Source: an optimization exercise on an open RTL-to-GDS flow (aim: small area). Production flows keep margins and buffers that such runs may drop.
In this exercise RTL edits were held to simulation tests only and were not proved equivalent to the original.
Power is estimated from default activity; no workload was simulated.

wip/lagoon:
// xdom_top
module xdom_top (
  input  logic                                          clk,
  input  logic                                          rst,
  input  logic [12-1:0]                        i_adr,
  input  logic                                          i_wr,
  input  logic [16-1:0]                       i_wr_data,
  input  logic [16-1:0]                       i_vnum,
  input  logic [24-1:0]                   i_wvb_armed,
  input  logic [24-1:0][32-1:0] i_disc_scaler,
  input  logic                                          i_pg_ack,
  output logic [16-1:0]                       o_rd_data,
  output logic [16+11:0]                      o_trig_bundle,
  output logic [24-1:0]                   o_trig_run,
  output logic [24-1:0]                   o_wvb_arm,
  output logic [2*24-1:0]                 o_adc_delay_ce,
  output logic [2*24-1:0]                 o_adc_delay_inc,
  output logic [2*24-1:0]                 o_adc_bitslip,
  output logic [24-1:0]                   o_discr_bitslip,
  output logic [6-1:0]                    o_pulser_trig,
  output logic [28-1:0]                     o_pg_req_addr,
  output logic                                          o_pg_optype,
  output logic                                          o_pg_req,
  output logic                                          o_ddr3_sys_rst
);
For scale: about 270 flip-flops, about 1100 I/O pins.
Settings: LEC_CHECK=0, CAP_MARGIN=10, CORE_AREA=5 5 325 325, CTS_BUF_LIST=sky130_fd_sc_hd__clkbuf_8, CTS_CLUSTER_DIAMETER=50, CTS_CLUSTER_SIZE=14, DIE_AREA=0 0 330 330, PLACE_DENSITY=0.75, SLEW_MARGIN=10; clock period 10.0 ns.
standard.sh (not shown) runs the stock make flow with config.mk's settings and CLKGATE_MAP_FILE= SYNTH_SCRIPT=/design/flow/synth_recipe.tcl, a recipe that flattens the netlist after the stock synthesis.
==> flow/flow/run.sh <==
#!/bin/bash
# The standard layout (standard.sh), with these changes:
#  - synthesis is the standard one except that ABC maps the logic with an
#    area-oriented script (flow/abc_area.script) instead of the speed script;
#    the flip-flops are mapped before ABC runs, so they are untouched;
#  - each port is buffered by the smallest buffer cell instead of the default
#    delay buffer;
set -euo pipefail
here=$(pwd)

# Standard synthesis script with only the abc script swapped
sed 's#log_cmd abc {\*}\$abc_args#log_cmd abc {*}[lreplace $abc_args 1 1 '"$here"'/flow/abc_area.script]#' \
  "$FLOW_HOME/scripts/synth.tcl" > my_synth_core.tcl
grep -q 'flow/abc_area.script' my_synth_core.tcl
sed 's#source \$::env(SCRIPTS_DIR)/synth.tcl#source '"$here"'/my_synth_core.tcl#' synth_recipe.tcl > my_synth.tcl
grep -q 'my_synth_core.tcl' my_synth.tcl
sed 's#/synth_recipe\.tcl#/my_synth.tcl#' standard.sh > my_standard.sh
grep -q 'SYNTH_SCRIPT=[^ ]*/my_synth.tcl' my_standard.sh

export BUFFER_PORTS_ARGS="-buffer_cell sky130_fd_sc_hd__buf_1"
export CTS_ARGS="-sink_clustering_enable -repair_clock_nets -dont_use_dummy_load \
  -buf_list sky130_fd_sc_hd__clkbuf_8 -sink_clustering_size 14 -sink_clustering_max_diameter 50"
bash my_standard.sh "$@" > standard_flow.log 2>&1
==> flow/flow/abc_area.script <==
&get -n
&st
&dch
&nf -R 1000 -p -C 32 -F 8 -A 4
&put
mfs2
&get -n
&st
&dch
&nf -R 1000 -p -C 32 -F 8 -A 4
&put
mfs2
&get -n
&st
&dch
&nf -R 1000 -p -C 32 -F 8 -A 4
&put
wip/lagoon has completed all stages; timing, DRC and antenna checks passed.
Input changes introduced in wip/harbor (baseline for comparison: wip/lagoon):
-- flow/config.mk --
<<< wip/lagoon, line 14
export PLACE_DENSITY = 0.75
>>> wip/harbor, line 14
export GPL_TIMING_DRIVEN = 0
### Flow results
- Going from wip/lagoon to wip/harbor, the flip-flop and latch share of the layout cell area was found to have gone down by 0.30 points.
- On synthesized cell count, wip/lagoon tracks wip/harbor almost exactly.
- Internal power component (wip/harbor / wip/lagoon): 0.916
- The higher sequential power of wip/harbor and wip/lagoon is in wip/lagoon.
- Against wip/lagoon, wip/harbor comes in 1.1 points lower on area fraction of clock buffers and clock inverters.
[inputs] wip/ember vs wip/harbor
-- flow/flow/run.sh --
<<< wip/harbor, line 2
# The standard layout (standard.sh), with these changes:
>>> wip/ember, line 2
# The standard layout (standard.sh), with two changes:
<<< wip/harbor, line 7
#    delay buffer;
>>> wip/ember, line 7
#    delay buffer.
<<< wip/harbor, line 21
export CTS_ARGS="-sink_clustering_enable -repair_clock_nets -dont_use_dummy_load \
  -buf_list sky130_fd_sc_hd__clkbuf_8 -sink_clustering_size 14 -sink_clustering_max_diameter 50"
>>> wip/ember, line 21
-- flow/config.mk --
<<< wip/harbor, line 8
export CAP_MARGIN = 10
>>> wip/ember, line 8
export CAP_MARGIN = 0
<<< wip/harbor, line 14
export GPL_TIMING_DRIVEN = 0
export SLEW_MARGIN = 10
>>> wip/ember, line 14
export SLEW_MARGIN = 0
--- outcome ---
~same sequential share of cell area in wip/ember and wip/harbor
Compared to wip/harbor, wip/ember shows a narrower setup margin.
The arrival time of data at the critical path endpoint reported for wip/ember is greater than that of wip/harbor by 40 ps.
Reported for wip/ember and wip/harbor, buffer levels on the longest clock path turned out identical to the last digit.
The inputs of wip/quartz differ from those of wip/ember as listed below.
-- flow/flow/run.sh --
<<< wip/ember, line 2
# The standard layout (standard.sh), with two changes:
>>> wip/quartz, line 2
# The standard layout (standard.sh), with these changes:
<<< wip/ember, line 7
#    delay buffer.
>>> wip/quartz, line 7
#    delay buffer;
#  - after global routing, gates on paths with spare slack are downsized
#    (RECOVER_POWER), which shrinks cells the earlier repairs had upsized;
<<< wip/ember, line 20
>>> wip/quartz, line 22
export RECOVER_POWER=100
<<< wip/ember, line 21
>>> wip/quartz, line 24
export CTS_ARGS="-sink_clustering_enable -repair_clock_nets -dont_use_dummy_load \
  -buf_list sky130_fd_sc_hd__clkbuf_8 -sink_clustering_size 14 -sink_clustering_max_diameter 50"
-- flow/config.mk --
<<< wip/ember, line 8
export CAP_MARGIN = 0
>>> wip/quartz, line 8
export CAP_MARGIN = 10
<<< wip/ember, line 14
export SLEW_MARGIN = 0
>>> wip/quartz, line 14
export SLEW_MARGIN = 10
==> run summary <==
Finished, but not clean: wip/quartz, with capacitance limit, slew limit. wip/quartz vs wip/ember on clock power share: wip/quartz is the lower one. o_rd_data[4] as the critical path endpoint was reported by wip/ember, and xdom_rd_mux_i.scaler_q[18] by wip/quartz. Diff wip/ember -> wip/quartz: power down about 8%, final cell count fell about 0.8%, number of placed instances with taps included level, power density relative to cell area has decreased.

Starting RTL as in the previous note.
==> flow/config.mk <==
export PLATFORM = sky130hd
export DESIGN_NAME = xdom_top
export DESIGN_NICKNAME = xdom_top
export VERILOG_FILES = /design/flow/design.v
export SDC_FILE = /design/flow/constraint.sdc
export NUM_CORES = 4
export LEC_CHECK = 0
export CAP_MARGIN = 10
export CORE_AREA = 5 5 325 325
export CTS_BUF_LIST = sky130_fd_sc_hd__clkbuf_8
export CTS_CLUSTER_DIAMETER = 50
export CTS_CLUSTER_SIZE = 14
export DIE_AREA = 0 0 330 330
export SLEW_MARGIN = 10
==> flow/constraint.sdc <==
create_clock -name core_clock -period 10.0 [get_ports {clk}]
set_input_delay 2.0000 -clock core_clock [delete_from_list [all_inputs] [get_ports {clk}]]
set_output_delay 2.0000 -clock core_clock [all_outputs]
set_load 0.01 [all_outputs]
==> flow/flow/run.sh <==
#!/bin/bash
# The standard layout (standard.sh), with these changes:
#  - synthesis is the standard one except that ABC maps the logic with an
#    area-oriented script (flow/abc_area.script) instead of the speed script;
#    the flip-flops are mapped before ABC runs, so they are untouched;
#  - each port is buffered by the smallest buffer cell instead of the default
#    delay buffer;
set -euo pipefail
here=$(pwd)

# Standard synthesis script with only the abc script swapped
sed 's#log_cmd abc {\*}\$abc_args#log_cmd abc {*}[lreplace $abc_args 1 1 '"$here"'/flow/abc_area.script]#' \
  "$FLOW_HOME/scripts/synth.tcl" > my_synth_core.tcl
grep -q 'flow/abc_area.script' my_synth_core.tcl
sed 's#source \$::env(SCRIPTS_DIR)/synth.tcl#source '"$here"'/my_synth_core.tcl#' synth_recipe.tcl > my_synth.tcl
grep -q 'my_synth_core.tcl' my_synth.tcl
sed 's#/synth_recipe\.tcl#/my_synth.tcl#' standard.sh > my_standard.sh
grep -q 'SYNTH_SCRIPT=[^ ]*/my_synth.tcl' my_standard.sh

export BUFFER_PORTS_ARGS="-buffer_cell sky130_fd_sc_hd__buf_1"
export CTS_ARGS="-sink_clustering_enable -repair_clock_nets -dont_use_dummy_load \
  -buf_list sky130_fd_sc_hd__clkbuf_8 -sink_clustering_size 14 -sink_clustering_max_diameter 50"
bash my_standard.sh "$@" > standard_flow.log 2>&1
==> flow/flow/abc_area.script <==
&get -n
&st
&deepsyn -J 20
&dch
&nf -R 1000 -p -C 32 -F 8 -A 4
&put
mfs2
&get -n
&st
&dch
&nf -R 1000 -p -C 32 -F 8 -A 4
&put
mfs2
&get -n
&st
&dch
&nf -R 1000 -p -C 32 -F 8 -A 4
&put
The baseline completed without violations.
Then changed:
--- a/flow/flow/run.sh
+++ b/flow/flow/run.sh
@@ -21,3 +21,3 @@
 export CTS_ARGS="-sink_clustering_enable -repair_clock_nets -dont_use_dummy_load \
-  -buf_list sky130_fd_sc_hd__clkbuf_8 -sink_clustering_size 14 -sink_clustering_max_diameter 50"
+  -buf_list sky130_fd_sc_hd__clkbuf_16 -sink_clustering_size 20 -sink_clustering_max_diameter 60"
 bash my_standard.sh "$@" > standard_flow.log 2>&1
--- a/flow/flow/abc_area.script
+++ b/flow/flow/abc_area.script
@@ -2,3 +2,2 @@
 &st
-&deepsyn -J 20
 &dch
CTS_BUF_LIST = sky130_fd_sc_hd__clkbuf_16   (was sky130_fd_sc_hd__clkbuf_8)
CTS_CLUSTER_DIAMETER = 60   (was 50)
CTS_CLUSTER_SIZE = 20   (was 14)
Synthesized area came out higher slightly.
Worst setup slack improves by 0.046 ns.
Clock-buffer cell count came out lower by 7.
Via count came out lower by a little under a tenth.
Combinational power came out lower slightly.
Cell area came out higher slightly.
Maximum frequency came out higher slightly.
Power came out higher by a little under a tenth.
Global-route usage came out lower by 8.1 points.
Clock skew came out lower by 0.051 ns.
Then changed:
--- a/flow/flow/run.sh
+++ b/flow/flow/run.sh
@@ -21,3 +21,3 @@
 export CTS_ARGS="-sink_clustering_enable -repair_clock_nets -dont_use_dummy_load \
-  -buf_list sky130_fd_sc_hd__clkbuf_16 -sink_clustering_size 20 -sink_clustering_max_diameter 60"
+  -buf_list sky130_fd_sc_hd__clkbuf_8 -sink_clustering_size 18 -sink_clustering_max_diameter 50"
 bash my_standard.sh "$@" > standard_flow.log 2>&1
CTS_BUF_LIST = sky130_fd_sc_hd__clkbuf_8   (was sky130_fd_sc_hd__clkbuf_16)
CTS_CLUSTER_DIAMETER = 50   (was 60)
CTS_CLUSTER_SIZE = 18   (was 20)
Result: The new run completed without violations; clock skew grows by 0.031 ns; synthesized cell count does not change; die area does not change; worst setup slack loses 0.018 ns; power fell by 9.9%; count of clock-buffer cells in the layout came out higher by 5; clock power drops by 27%; worst hold slack gets worse by 0.030 ns.
Then changed:
--- a/flow/flow/run.sh
+++ b/flow/flow/run.sh
@@ -21,3 +21,3 @@
 export CTS_ARGS="-sink_clustering_enable -repair_clock_nets -dont_use_dummy_load \
-  -buf_list sky130_fd_sc_hd__clkbuf_8 -sink_clustering_size 18 -sink_clustering_max_diameter 50"
+  -buf_list sky130_fd_sc_hd__clkbuf_8 -sink_clustering_size 14 -sink_clustering_max_diameter 50"
 bash my_standard.sh "$@" > standard_flow.log 2>&1
CTS_CLUSTER_SIZE = 14   (was 18)
Result:
- routed wire length barely changes
- count of clock-buffer cells in the layout increases by 1
- worst hold slack gets better by 0.020 ns
- synthesized cell count does not change
- synthesized area is unchanged
- via count increases by 0.30%
- cell count is unchanged

## static timing again, ports no longer ideal
No port has a modelled driver above. Below, the same layouts with a new extraction and two added sets of constraints.
Step 1 (the two cells are an assumption about what drives the block):
set clk [get_ports {clk}]
set_driving_cell -lib_cell sky130_fd_sc_hd__clkbuf_16 $clk
set_driving_cell -lib_cell sky130_fd_sc_hd__buf_2 [delete_from_list [all_inputs] $clk]
Step 2 times the ports against the registers' clock, not the clock port: input delays grow and output delays shrink by t, the midpoint of the rising clock arrivals with the driver on.
Slacks: ideal / step 1 / step 2; pairs: ideal / step 1.
run | t, ns | slack for setup (ns) | hold WS [ns] | worst setup path at the end | clock arrival spread, ns
wip/lagoon | 0.643 | 2.792 / 2.758 / 2.758 | 0.400 / 0.400 / 0.400 | input to output | 0.089 / 0.089
wip/harbor | 0.593 | 2.749 / 2.720 / 2.720 | 0.386 / 0.386 / 0.386 | input to output | 0.046 / 0.046
wip/ember | 0.669 | 2.708 / 2.678 / 2.678 | 0.410 / 0.410 / 0.410 | input to output | 0.034 / 0.035
wip/quartz | 0.634 | 2.158 / 2.147 / 1.547 | 0.370 / 0.370 / 0.370 | input to register | 0.077 / 0.078
the first run of note 2 | 0.675 | 2.642 / 2.615 / 2.615 | 0.410 / 0.410 / 0.410 | input to output | 0.146 / 0.146
the second run of note 2 | 0.570 | 2.688 / 2.656 / 2.656 | 0.384 / 0.384 / 0.384 | input to output | 0.099 / 0.099
the third run of note 2 | 0.631 | 2.670 / 2.638 / 2.638 | 0.354 / 0.354 / 0.354 | input to output | 0.123 / 0.123
the fourth run of note 2 | 0.631 | 2.699 / 2.667 / 2.667 | 0.373 / 0.373 / 0.373 | input to output | 0.077 / 0.077
The setup slack of wip/quartz, which loses most, moves by -0.011 ns with the drivers and by -0.611 ns with both steps.
